This design comes from an exercise in tuning for small area, a short achievable clock period and few clock cycles on the open sky130 flow, not from production work. RTL that was checked went through simulation tests only; none was proved equivalent to the original. Power is estimated from default activity; no workload was simulated.

## chip8_cpu
module chip8_cpu (
    input  logic        clk,
    input  logic        reset_i,
    output logic        mem_rd_valid_o,
    output logic [11:0] mem_rd_addr_o,
    input  logic        mem_rd_ready_i,
    input  logic [7:0]  mem_rd_data_i,
    output logic        mem_wr_valid_o,
    output logic [19:0] mem_wr_o,
    input  logic        mem_wr_ready_i
);
For scale: about 440 flip-flops, roughly 46 I/O pins, ~23000 um2 of cells after synthesis.
Settings: LEC_CHECK=0, ABC_AREA=1, CAP_MARGIN=20, CORE_MARGIN=2, CORE_UTILIZATION=40, CTS_BUF_LIST=sky130_fd_sc_hd__clkbuf_16, CTS_CLUSTER_DIAMETER=120, CTS_CLUSTER_SIZE=24, PLACE_DENSITY=0.6, SETUP_SLACK_MARGIN=4.0, SLEW_MARGIN=20; clock period 7.0 ns.
standard.sh (not shown) runs the stock make flow with config.mk's settings and CLKGATE_MAP_FILE= SYNTH_SCRIPT=/design/flow/synth_recipe.tcl, a recipe that flattens the netlist after the stock synthesis.
==> flow/flow/run.sh <==
#!/bin/bash
# The standard layout, except that the port buffers are plain buffers
# (buf_4) instead of the delay cell buffer_ports picks by default.
set -euo pipefail
bash standard.sh 'BUFFER_PORTS_ARGS=-buffer_cell sky130_fd_sc_hd__buf_4' finish > standard_flow.log 2>&1
The starting point completed with no timing, DRC or antenna violations.
Edit:
--- a/flow/design.v
+++ b/flow/design.v
@@ -71,22 +71,22 @@
     logic [11:1] e_tgt;
     assign d_store = d_bcd || d_blk;
     assign hazard  = pend_q && blk_q &&
                      ((d_wx && (x >= idx_q) && (x <= last_q)) || (d_wf && (last_q == 4'hF)));
     assign e_hold  = (d_store && pend_q) || hazard;
     assign e_done  = irv_q && !e_hold;
     assign e_redir = irv_q && (skip || d_jv0);
     assign e_wr    = irv_q && !hazard;
     logic [12:0] i_sum;
-    assign i_sum = {d_jv0 ? nnn : i_q, 1'b1} + {4'd0, ox_q, d_blk};
+    assign i_sum = {i_q, 1'b1} + {4'd0, ox_q, d_blk};
     always_comb begin
         if (d_skip) e_tgt = ra_inc;
-        else        e_tgt = i_sum[12:2];
+        else        e_tgt = nnn[11:1] + {4'd0, v_q[0][7:1]} + {10'd0, nnn[0] & v_q[0][0]};
     end
     always_ff @(posedge clk) begin
         if (e_wr && d_wx) v_q[x] <= res;
         if (e_wr && d_wf) v_q[15] <= {7'd0, flag};
     end
     always_ff @(posedge clk) begin
         if (reset_i)
             i_q <= 12'd0;
         else if (irv_q && d_ldi)
@@ -176,19 +176,19 @@
         end
     end
     always_ff @(posedge clk) begin
         if (hi_fire)
             hb_q <= lb;
         if (lo_fire) begin
             ir_q   <= {hb_q[3:0], lb};
             ox_q   <= n_blk ? {4'd0, hb_q[3:0]} :
                       (n_subx || n_suby) ? ~v_q[hb_q[3:0]] :
-                      v_q[(op == 4'hB) ? 4'h0 : hb_q[3:0]];
+                      v_q[hb_q[3:0]];
             oy_q   <= n_kk ? lb : port;
             d_wx   <= n_wx;
             d_wf   <= n_wf;
             d_rs   <= n_rs;
             d_subx <= n_subx;
             d_skip <= n_skip;
             d_skne <= n_skne;
             d_jv0  <= n_jv0;
             d_ldi  <= n_ldi;
After rerunning:
- The new run finished with timing, DRC and antenna clean
- worst hold slack improved by 0.010 ns
- die area fell by 3.8%
- register-to-register slack improved by 0.11 ns
- total power hardly moves
- core utilization rose by 0.17 points
- cell count fell by 8.3%
- synthesized area fell by 3.9%
- cell area fell by 3.8%
Testbench counts after the change, summed over its fixed seeds: cycles 56,560.
For the first run of this note, only the layout was checked, not whether the RTL still works.


main:
The RTL this note starts from:
==> flow/design.v <==
`timescale 1ns/1ns
module chip8_cpu (
    input  logic        clk,
    input  logic        reset_i,
    output logic        mem_rd_valid_o,
    output logic [11:0] mem_rd_addr_o,
    input  logic        mem_rd_ready_i,
    input  logic [7:0]  mem_rd_data_i,
    output logic        mem_wr_valid_o,
    output logic [19:0] mem_wr_o,
    input  logic        mem_wr_ready_i
);
    logic [11:0] ra_q;
    logic        rv_q;
    logic [7:0]  hb_q;
    logic [11:1] st_q [0:15];
    logic [3:0]  sp_q;             
    logic        irv_q;
    logic [11:0] ir_q;
    logic [7:0]  ox_q, oy_q;       
    logic        d_wx, d_wf;       
    logic [2:0]  d_rs;             
    logic        d_subx;
    logic        d_skip, d_skne;
    logic        d_jv0, d_ldi, d_addi, d_bcd, d_blk;
    logic [7:0]  v_q [0:15];
    logic [11:0] i_q;
    logic        wv_q;
    logic [11:0] wa_q;
    logic [7:0]  wd_q;
    logic [11:0] na_q;             
    logic        blk_q;            
    logic        pend_q;
    logic [3:0]  idx_q;
    logic [3:0]  last_q;
    logic [1:0]  bh_q;             
    logic [6:0]  bv_q;             
    logic [11:1] ra_inc;
    logic [3:0]  x;
    logic [7:0]  kk;
    logic [11:0] nnn;
    assign x   = ir_q[11:8];
    assign kk  = ir_q[7:0];
    assign nnn = ir_q[11:0];
    logic [9:0] add_s;
    assign add_s = {1'b0, ox_q, 1'b1} + {1'b0, oy_q, d_subx};
    logic [7:0] res;
    logic       flag;
    always_comb begin
        case (d_rs)
            3'd0:    res = ~add_s[8:1];
            3'd1:    res = add_s[8:1];
            3'd2:    res = oy_q;
            3'd3:    res = ox_q | oy_q;
            3'd4:    res = ox_q & oy_q;
            3'd5:    res = ox_q ^ oy_q;
            3'd6:    res = {1'b0, ox_q[7:1]};
            default: res = {ox_q[6:0], 1'b0};
        endcase
        case (d_rs)
            3'd0:    flag = !add_s[9];
            3'd6:    flag = ox_q[0];
            3'd7:    flag = ox_q[7];
            default: flag = add_s[9];
        endcase
    end
    logic skip;
    assign skip = d_skip && ((ox_q == oy_q) ^ d_skne);
    logic issue;
    logic d_store, hazard, e_hold, e_done, e_redir, e_wr;
    logic [11:1] e_tgt;
    assign d_store = d_bcd || d_blk;
    assign hazard  = pend_q && blk_q &&
                     ((d_wx && (x >= idx_q) && (x <= last_q)) || (d_wf && (last_q == 4'hF)));
    assign e_hold  = (d_store && pend_q) || hazard;
    assign e_done  = irv_q && !e_hold;
    assign e_redir = irv_q && (skip || d_jv0);
    assign e_wr    = irv_q && !hazard;
    logic [12:0] i_sum;
    assign i_sum = {i_q, 1'b1} + {4'd0, ox_q, d_blk};
    always_comb begin
        if (d_skip) e_tgt = ra_inc;
        else        e_tgt = nnn[11:1] + {4'd0, v_q[0][7:1]} + {10'd0, nnn[0] & v_q[0][0]};
    end
    always_ff @(posedge clk) begin
        if (e_wr && d_wx) v_q[x] <= res;
        if (e_wr && d_wf) v_q[15] <= {7'd0, flag};
    end
    always_ff @(posedge clk) begin
        if (reset_i)
            i_q <= 12'd0;
        else if (irv_q && d_ldi)
            i_q <= nnn;
        else if ((irv_q && d_addi) || (issue && d_blk))
            i_q <= i_sum[12:1];
    end
    logic [7:0] lb;
    logic [3:0] op, n;
    assign lb = mem_rd_data_i;
    assign op = hb_q[7:4];
    assign n  = lb[3:0];
    logic lo_call, lo_jump, lo_ret;
    assign lo_call = (op == 4'h2);
    assign lo_jump = (op == 4'h1) || lo_call;
    assign lo_ret  = (hb_q == 8'h00) && (lb == 8'hEE);
    assign ra_inc  = ra_q[11:1] + 11'd1;
    logic lo_ok, lo_fire, hi_fire;
    assign lo_ok   = !irv_q || (!d_wx && !d_wf && !(d_store && pend_q));
    assign hi_fire = mem_rd_ready_i && !ra_q[0];
    assign lo_fire = mem_rd_ready_i && ra_q[0] && lo_ok;
    logic       port_fetch;
    logic [7:0] port;
    assign port_fetch = ra_q[0] && lo_ok && ((op == 4'h5) || (op == 4'h8) || (op == 4'h9));
    assign port       = v_q[port_fetch ? lb[7:4] : idx_q];
    logic       n_wx, n_wf, n_kk, n_subx, n_suby, n_skip, n_skne;
    logic       n_jv0, n_ldi, n_addi, n_bcd, n_blk;
    logic [2:0] n_rs;
    always_comb begin
        n_wx   = 1'b0;
        n_wf   = 1'b0;
        n_rs   = 3'd1;
        n_kk   = (op == 4'h3) || (op == 4'h4) || (op == 4'h6) || (op == 4'h7);
        n_subx = (op == 4'h8) && (n == 4'h7);
        n_suby = (op == 4'h8) && (n == 4'h5);
        n_skip = (op == 4'h3) || (op == 4'h4) ||
                 (((op == 4'h5) || (op == 4'h9)) && (n == 4'h0));
        n_skne = (op == 4'h4) || (op == 4'h9);
        n_jv0  = (op == 4'hB);
        n_ldi  = (op == 4'hA);
        n_addi = (op == 4'hF) && (lb == 8'h1E);
        n_bcd  = (op == 4'hF) && (lb == 8'h33);
        n_blk  = (op == 4'hF) && (lb == 8'h55);
        case (op)
            4'h6: begin n_wx = 1'b1; n_rs = 3'd2; end
            4'h7: begin n_wx = 1'b1; n_rs = 3'd1; end
            4'h8: begin
                n_wx = 1'b1;
                case (n)
                    4'h0: n_rs = 3'd2;
                    4'h1: n_rs = 3'd3;
                    4'h2: n_rs = 3'd4;
                    4'h3: n_rs = 3'd5;
                    4'h4, 4'h7: begin n_rs = 3'd1; n_wf = 1'b1; end
                    4'h5: begin n_rs = 3'd0; n_wf = 1'b1; end
                    4'h6: begin n_rs = 3'd6; n_wf = 1'b1; end
                    4'hE: begin n_rs = 3'd7; n_wf = 1'b1; end
                    default: n_wx = 1'b0;
                endcase
            end
            default: ;
        endcase
    end
    always_ff @(posedge clk) begin
        if (reset_i) begin
            ra_q  <= 12'h200;
            rv_q  <= 1'b0;
            irv_q <= 1'b0;
        end else begin
            rv_q <= 1'b1;
            if (e_redir)
                ra_q <= {e_tgt, 1'b0};
            else if (hi_fire)
                ra_q[0] <= 1'b1;
            else if (lo_fire) begin
                if (lo_jump)
                    ra_q <= {hb_q[3:0], lb[7:1], 1'b0};
                else if (lo_ret)
                    ra_q <= {st_q[sp_q], 1'b0};
                else
                    ra_q <= {ra_inc, 1'b0};
            end
            if (lo_fire)
                irv_q <= 1'b1;
            else if (e_done)
                irv_q <= 1'b0;
        end
    end
    always_ff @(posedge clk) begin
        if (hi_fire)
            hb_q <= lb;
        if (lo_fire) begin
            ir_q   <= {hb_q[3:0], lb};
            ox_q   <= n_blk ? {4'd0, hb_q[3:0]} :
                      (n_subx || n_suby) ? ~v_q[hb_q[3:0]] :
                      v_q[hb_q[3:0]];
            oy_q   <= n_kk ? lb : port;
            d_wx   <= n_wx;
            d_wf   <= n_wf;
            d_rs   <= n_rs;
            d_subx <= n_subx;
            d_skip <= n_skip;
            d_skne <= n_skne;
            d_jv0  <= n_jv0;
            d_ldi  <= n_ldi;
            d_addi <= n_addi;
            d_bcd  <= n_bcd;
            d_blk  <= n_blk;
        end
    end
    always_ff @(posedge clk) begin
        if (lo_fire && lo_call)
            st_q[sp_q + 4'd1] <= ra_inc;
    end
    always_ff @(posedge clk) begin
        if (reset_i)
            sp_q <= 4'hF;
        else if (lo_fire && lo_call)
            sp_q <= sp_q + 4'd1;
        else if (lo_fire && lo_ret)
            sp_q <= sp_q - 4'd1;
    end
    logic [1:0] hund;
    logic [7:0] rest;
    logic [3:0] tens, ones;
    logic [7:0] gbyte;
    assign hund  = (ox_q >= 8'd200) ? 2'd2 : (ox_q >= 8'd100) ? 2'd1 : 2'd0;
    assign rest  = ox_q - ((ox_q >= 8'd200) ? 8'd200 : (ox_q >= 8'd100) ? 8'd100 : 8'd0);
    assign tens  = bv_q / 7'd10;
    assign ones  = bv_q % 7'd10;
    assign gbyte = blk_q ? port : {4'd0, idx_q[1] ? ones : idx_q[0] ? tens : {2'd0, bh_q}};
    logic w_fire, out_free, gen_go;
    assign w_fire   = wv_q && mem_wr_ready_i;
    assign out_free = !wv_q || mem_wr_ready_i;
    assign issue    = irv_q && d_store && !pend_q;
    assign gen_go   = pend_q && out_free && !(blk_q && port_fetch);
    always_ff @(posedge clk) begin
        if (reset_i) begin
            wv_q   <= 1'b0;
            pend_q <= 1'b0;
        end else if (issue) begin
            if (out_free) begin
                wv_q   <= 1'b1;
                pend_q <= d_bcd || (x != 4'h0);
            end else begin
                pend_q <= 1'b1;
            end
        end else if (gen_go) begin
            wv_q   <= 1'b1;
            pend_q <= (idx_q != last_q);
        end else if (w_fire) begin
            wv_q <= 1'b0;
        end
    end
    always_ff @(posedge clk) begin
        if (issue) begin
            blk_q  <= d_blk;
            last_q <= d_bcd ? 4'd2 : x;
            bh_q   <= hund;
            bv_q   <= rest[6:0];
            if (out_free) begin
                wa_q  <= i_q;
                wd_q  <= d_bcd ? {6'd0, hund} : v_q[0];
                idx_q <= 4'd1;
            end else begin
                na_q  <= i_q;
                idx_q <= 4'd0;
            end
        end else if (gen_go) begin
            wa_q  <= (idx_q == 4'd0) ? na_q : wa_q + 12'd1;
            wd_q  <= gbyte;
            idx_q <= idx_q + 4'd1;
        end
    end
    assign mem_rd_valid_o = rv_q;
    assign mem_rd_addr_o  = ra_q;
    assign mem_wr_valid_o = wv_q;
    assign mem_wr_o       = {wa_q, wd_q};
endmodule
clock: 7.0 ns
lec_check: 0
abc_area: 1
cap_margin: 20
core_margin: 2
core_utilization: 40
cts_buf_list: sky130_fd_sc_hd__clkbuf_16
cts_cluster_diameter: 120
cts_cluster_size: 24
place_density: 0.6
setup_slack_margin: 4.3
slew_margin: 20
Scripts as last shown in full above: flow/flow/run.sh
In summary, main completed successfully, with a layout that passed the timing, DRC and antenna checks.
Testbench counts of main, summed over its fixed seeds: cycles 56,560.
> inputs changed (main -> the feature branch)
-- flow/design.v --
<<< main, line 14
    logic        rv_q;
    logic [7:0]  hb_q;
    logic [11:1] st_q [0:15];
    logic [3:0]  sp_q;             
>>> the feature branch, line 14
    logic        rv_q;
    logic [7:0]  hb_q;
    logic        hb_vy_q;          
    logic [11:1] st_q [0:15];
    logic [3:0]  sp_q;             
<<< main, line 29
    logic [11:0] wa_q;
    logic [7:0]  wd_q;
    logic [11:0] na_q;             
    logic        blk_q;            
    logic        pend_q;
>>> the feature branch, line 30
    logic [11:0] wa_q;
    logic [7:0]  wd_q;
    logic        blk_q;            
    logic        pend_q;
<<< main, line 67
    logic skip;
    assign skip = d_skip && ((ox_q == oy_q) ^ d_skne);
    logic issue;
    logic d_store, hazard, e_hold, e_done, e_redir, e_wr;
    logic [11:1] e_tgt;
>>> the feature branch, line 67
    logic skip;
    assign skip = d_skip && ((ox_q == oy_q) ^ d_skne);
    logic issue, out_free;
    logic d_store, hazard, e_hold, e_done, e_redir, e_wr;
    logic [11:1] e_tgt;
<<< main, line 73
    assign hazard  = pend_q && blk_q &&
                     ((d_wx && (x >= idx_q) && (x <= last_q)) || (d_wf && (last_q == 4'hF)));
    assign e_hold  = (d_store && pend_q) || hazard;
    assign e_done  = irv_q && !e_hold;
    assign e_redir = irv_q && (skip || d_jv0);
>>> the feature branch, line 73
    assign hazard  = pend_q && blk_q &&
                     ((d_wx && (x >= idx_q) && (x <= last_q)) || (d_wf && (last_q == 4'hF)));
    assign e_hold  = (d_store && (pend_q || !out_free)) || hazard;
    assign e_done  = irv_q && !e_hold;
    assign e_redir = irv_q && (skip || d_jv0);
<<< main, line 105
    assign lo_ret  = (hb_q == 8'h00) && (lb == 8'hEE);
    assign ra_inc  = ra_q[11:1] + 11'd1;
    logic lo_ok, lo_fire, hi_fire;
    assign lo_ok   = !irv_q || (!d_wx && !d_wf && !(d_store && pend_q));
    assign hi_fire = mem_rd_ready_i && !ra_q[0];
    assign lo_fire = mem_rd_ready_i && ra_q[0] && lo_ok;
    logic       port_fetch;
    logic [7:0] port;
    assign port_fetch = ra_q[0] && lo_ok && ((op == 4'h5) || (op == 4'h8) || (op == 4'h9));
    assign port       = v_q[port_fetch ? lb[7:4] : idx_q];
    logic       n_wx, n_wf, n_kk, n_subx, n_suby, n_skip, n_skne;
>>> the feature branch, line 105
    assign lo_ret  = (hb_q == 8'h00) && (lb == 8'hEE);
    assign ra_inc  = ra_q[11:1] + 11'd1;
    logic lo_ok, lo_may, lo_fire, hi_fire;
    assign lo_ok   = !irv_q || (!d_wx && !d_wf && !(d_store && (pend_q || !out_free)));
    assign lo_may  = !irv_q || (!d_wx && !d_wf && !(d_store && pend_q));
    assign hi_fire = mem_rd_ready_i && !ra_q[0];
    assign lo_fire = mem_rd_ready_i && ra_q[0] && lo_ok;
    logic       port_fetch;
    logic [7:0] port;
    assign port_fetch = ra_q[0] && lo_may && hb_vy_q;
    assign port       = v_q[port_fetch ? lb[7:4] : idx_q];
    logic       n_wx, n_wf, n_kk, n_subx, n_suby, n_skip, n_skne;
<<< main, line 177
    end
    always_ff @(posedge clk) begin
        if (hi_fire)
            hb_q <= lb;
        if (lo_fire) begin
            ir_q   <= {hb_q[3:0], lb};
>>> the feature branch, line 178
    end
    always_ff @(posedge clk) begin
        if (hi_fire) begin
            hb_q    <= lb;
            hb_vy_q <= (lb[7:4] == 4'h5) || (lb[7:4] == 4'h8) || (lb[7:4] == 4'h9);
        end
        if (lo_fire) begin
            ir_q   <= {hb_q[3:0], lb};
<<< main, line 219
    assign ones  = bv_q % 7'd10;
    assign gbyte = blk_q ? port : {4'd0, idx_q[1] ? ones : idx_q[0] ? tens : {2'd0, bh_q}};
    logic w_fire, out_free, gen_go;
    assign w_fire   = wv_q && mem_wr_ready_i;
    assign out_free = !wv_q || mem_wr_ready_i;
    assign issue    = irv_q && d_store && !pend_q;
    assign gen_go   = pend_q && out_free && !(blk_q && port_fetch);
    always_ff @(posedge clk) begin
>>> the feature branch, line 222
    assign ones  = bv_q % 7'd10;
    assign gbyte = blk_q ? port : {4'd0, idx_q[1] ? ones : idx_q[0] ? tens : {2'd0, bh_q}};
    logic w_fire, gen_go;
    assign w_fire   = wv_q && mem_wr_ready_i;
    assign out_free = !wv_q || mem_wr_ready_i;
    assign issue    = irv_q && d_store && !pend_q && out_free;
    assign gen_go   = pend_q && out_free && !(blk_q && port_fetch);
    always_ff @(posedge clk) begin
<<< main, line 229
            pend_q <= 1'b0;
        end else if (issue) begin
            if (out_free) begin
                wv_q   <= 1'b1;
                pend_q <= d_bcd || (x != 4'h0);
            end else begin
                pend_q <= 1'b1;
            end
        end else if (gen_go) begin
            wv_q   <= 1'b1;
>>> the feature branch, line 232
            pend_q <= 1'b0;
        end else if (issue) begin
            wv_q   <= 1'b1;
            pend_q <= d_bcd || (x != 4'h0);
        end else if (gen_go) begin
            wv_q   <= 1'b1;
<<< main, line 248
            bh_q   <= hund;
            bv_q   <= rest[6:0];
            if (out_free) begin
                wa_q  <= i_q;
                wd_q  <= d_bcd ? {6'd0, hund} : v_q[0];
                idx_q <= 4'd1;
            end else begin
                na_q  <= i_q;
                idx_q <= 4'd0;
            end
        end else if (gen_go) begin
            wa_q  <= (idx_q == 4'd0) ? na_q : wa_q + 12'd1;
            wd_q  <= gbyte;
            idx_q <= idx_q + 4'd1;
>>> the feature branch, line 247
            bh_q   <= hund;
            bv_q   <= rest[6:0];
            wa_q   <= i_q;
            wd_q   <= d_bcd ? {6'd0, hund} : v_q[0];
            idx_q  <= 4'd1;
        end else if (gen_go) begin
            wa_q  <= wa_q + 12'd1;
            wd_q  <= gbyte;
            idx_q <= idx_q + 4'd1;
[summary]
For main, the worst setup path endpoint was v_q[11][7], unlike the feature branch, where it was ra_q[11]. Sort main and the feature branch by peak per-stage delay on the critical path asc -> top: the feature branch. Clock-buffer cell count down about 4.3% in the feature branch wrt main. In the feature branch the mean number of vias per cell turned out about 2.4% higher than in main. Re data required time at the worst endpoint: main was lower than the feature branch. Compared with main, the feature branch shows a global-route usage that is 0.24 points higher. Of main and the feature branch, the feature branch shows the higher sequential fraction of total cell area, with main below it. The feature branch has clock power share below what main had. Looking at leakage dissipation, the feature branch sits 6.7% below main. [the feature branch vs main] hold slack: lower in the feature branch. Average wire per standard cell went up slightly going from main to the feature branch. Of main and the feature branch, the run reporting the lower sequential power was the feature branch. Between main and the feature branch, the part of the power in combinational logic is lower for main.
Testbench counts of the feature branch, summed over its fixed seeds: cycles 56,578.

what the ideal ports hide:
Ports are ideal in the flow. The routed layouts listed here were re-timed in OpenROAD. Step 1, drivers: a clkbuf_16 drives clk and a buf_2 each remaining input, both assumed. Step 2 moves the port delays by t, midway between the first and last clock arrival at a register: inputs arrive t later, outputs are due t later. That takes back most of the time a late clock gives input paths. Three values: ideal ports, drivers, drivers and shift; two values: the first two.
| run | shift t [ns] | slack for setup (ns) | worst hold slack (ns) | worst register clock-pin slew, ns |
|---|---|---|---|---|
| the first run of note 1 | 0.636 | 4.024 / 4.024 / 3.396 | 0.459 / 0.459 / 0.459 | 0.12 / 0.12 |
| the second run of note 1 | 0.633 | 4.134 / 4.134 / 3.557 | 0.469 / 0.469 / 0.469 | 0.11 / 0.11 |
| main | 0.624 | 4.303 / 4.287 / 3.761 | 0.473 / 0.473 / 0.473 | 0.11 / 0.11 |
| the feature branch | 0.624 | 4.294 / 4.279 / 3.703 | 0.465 / 0.465 / 0.465 | 0.11 / 0.11 |
After both steps setup and hold are still met in every run listed. For the first run of note 1, which loses most, drivers alone change the setup slack by 0.000 ns; drivers and shift together by -0.628 ns.
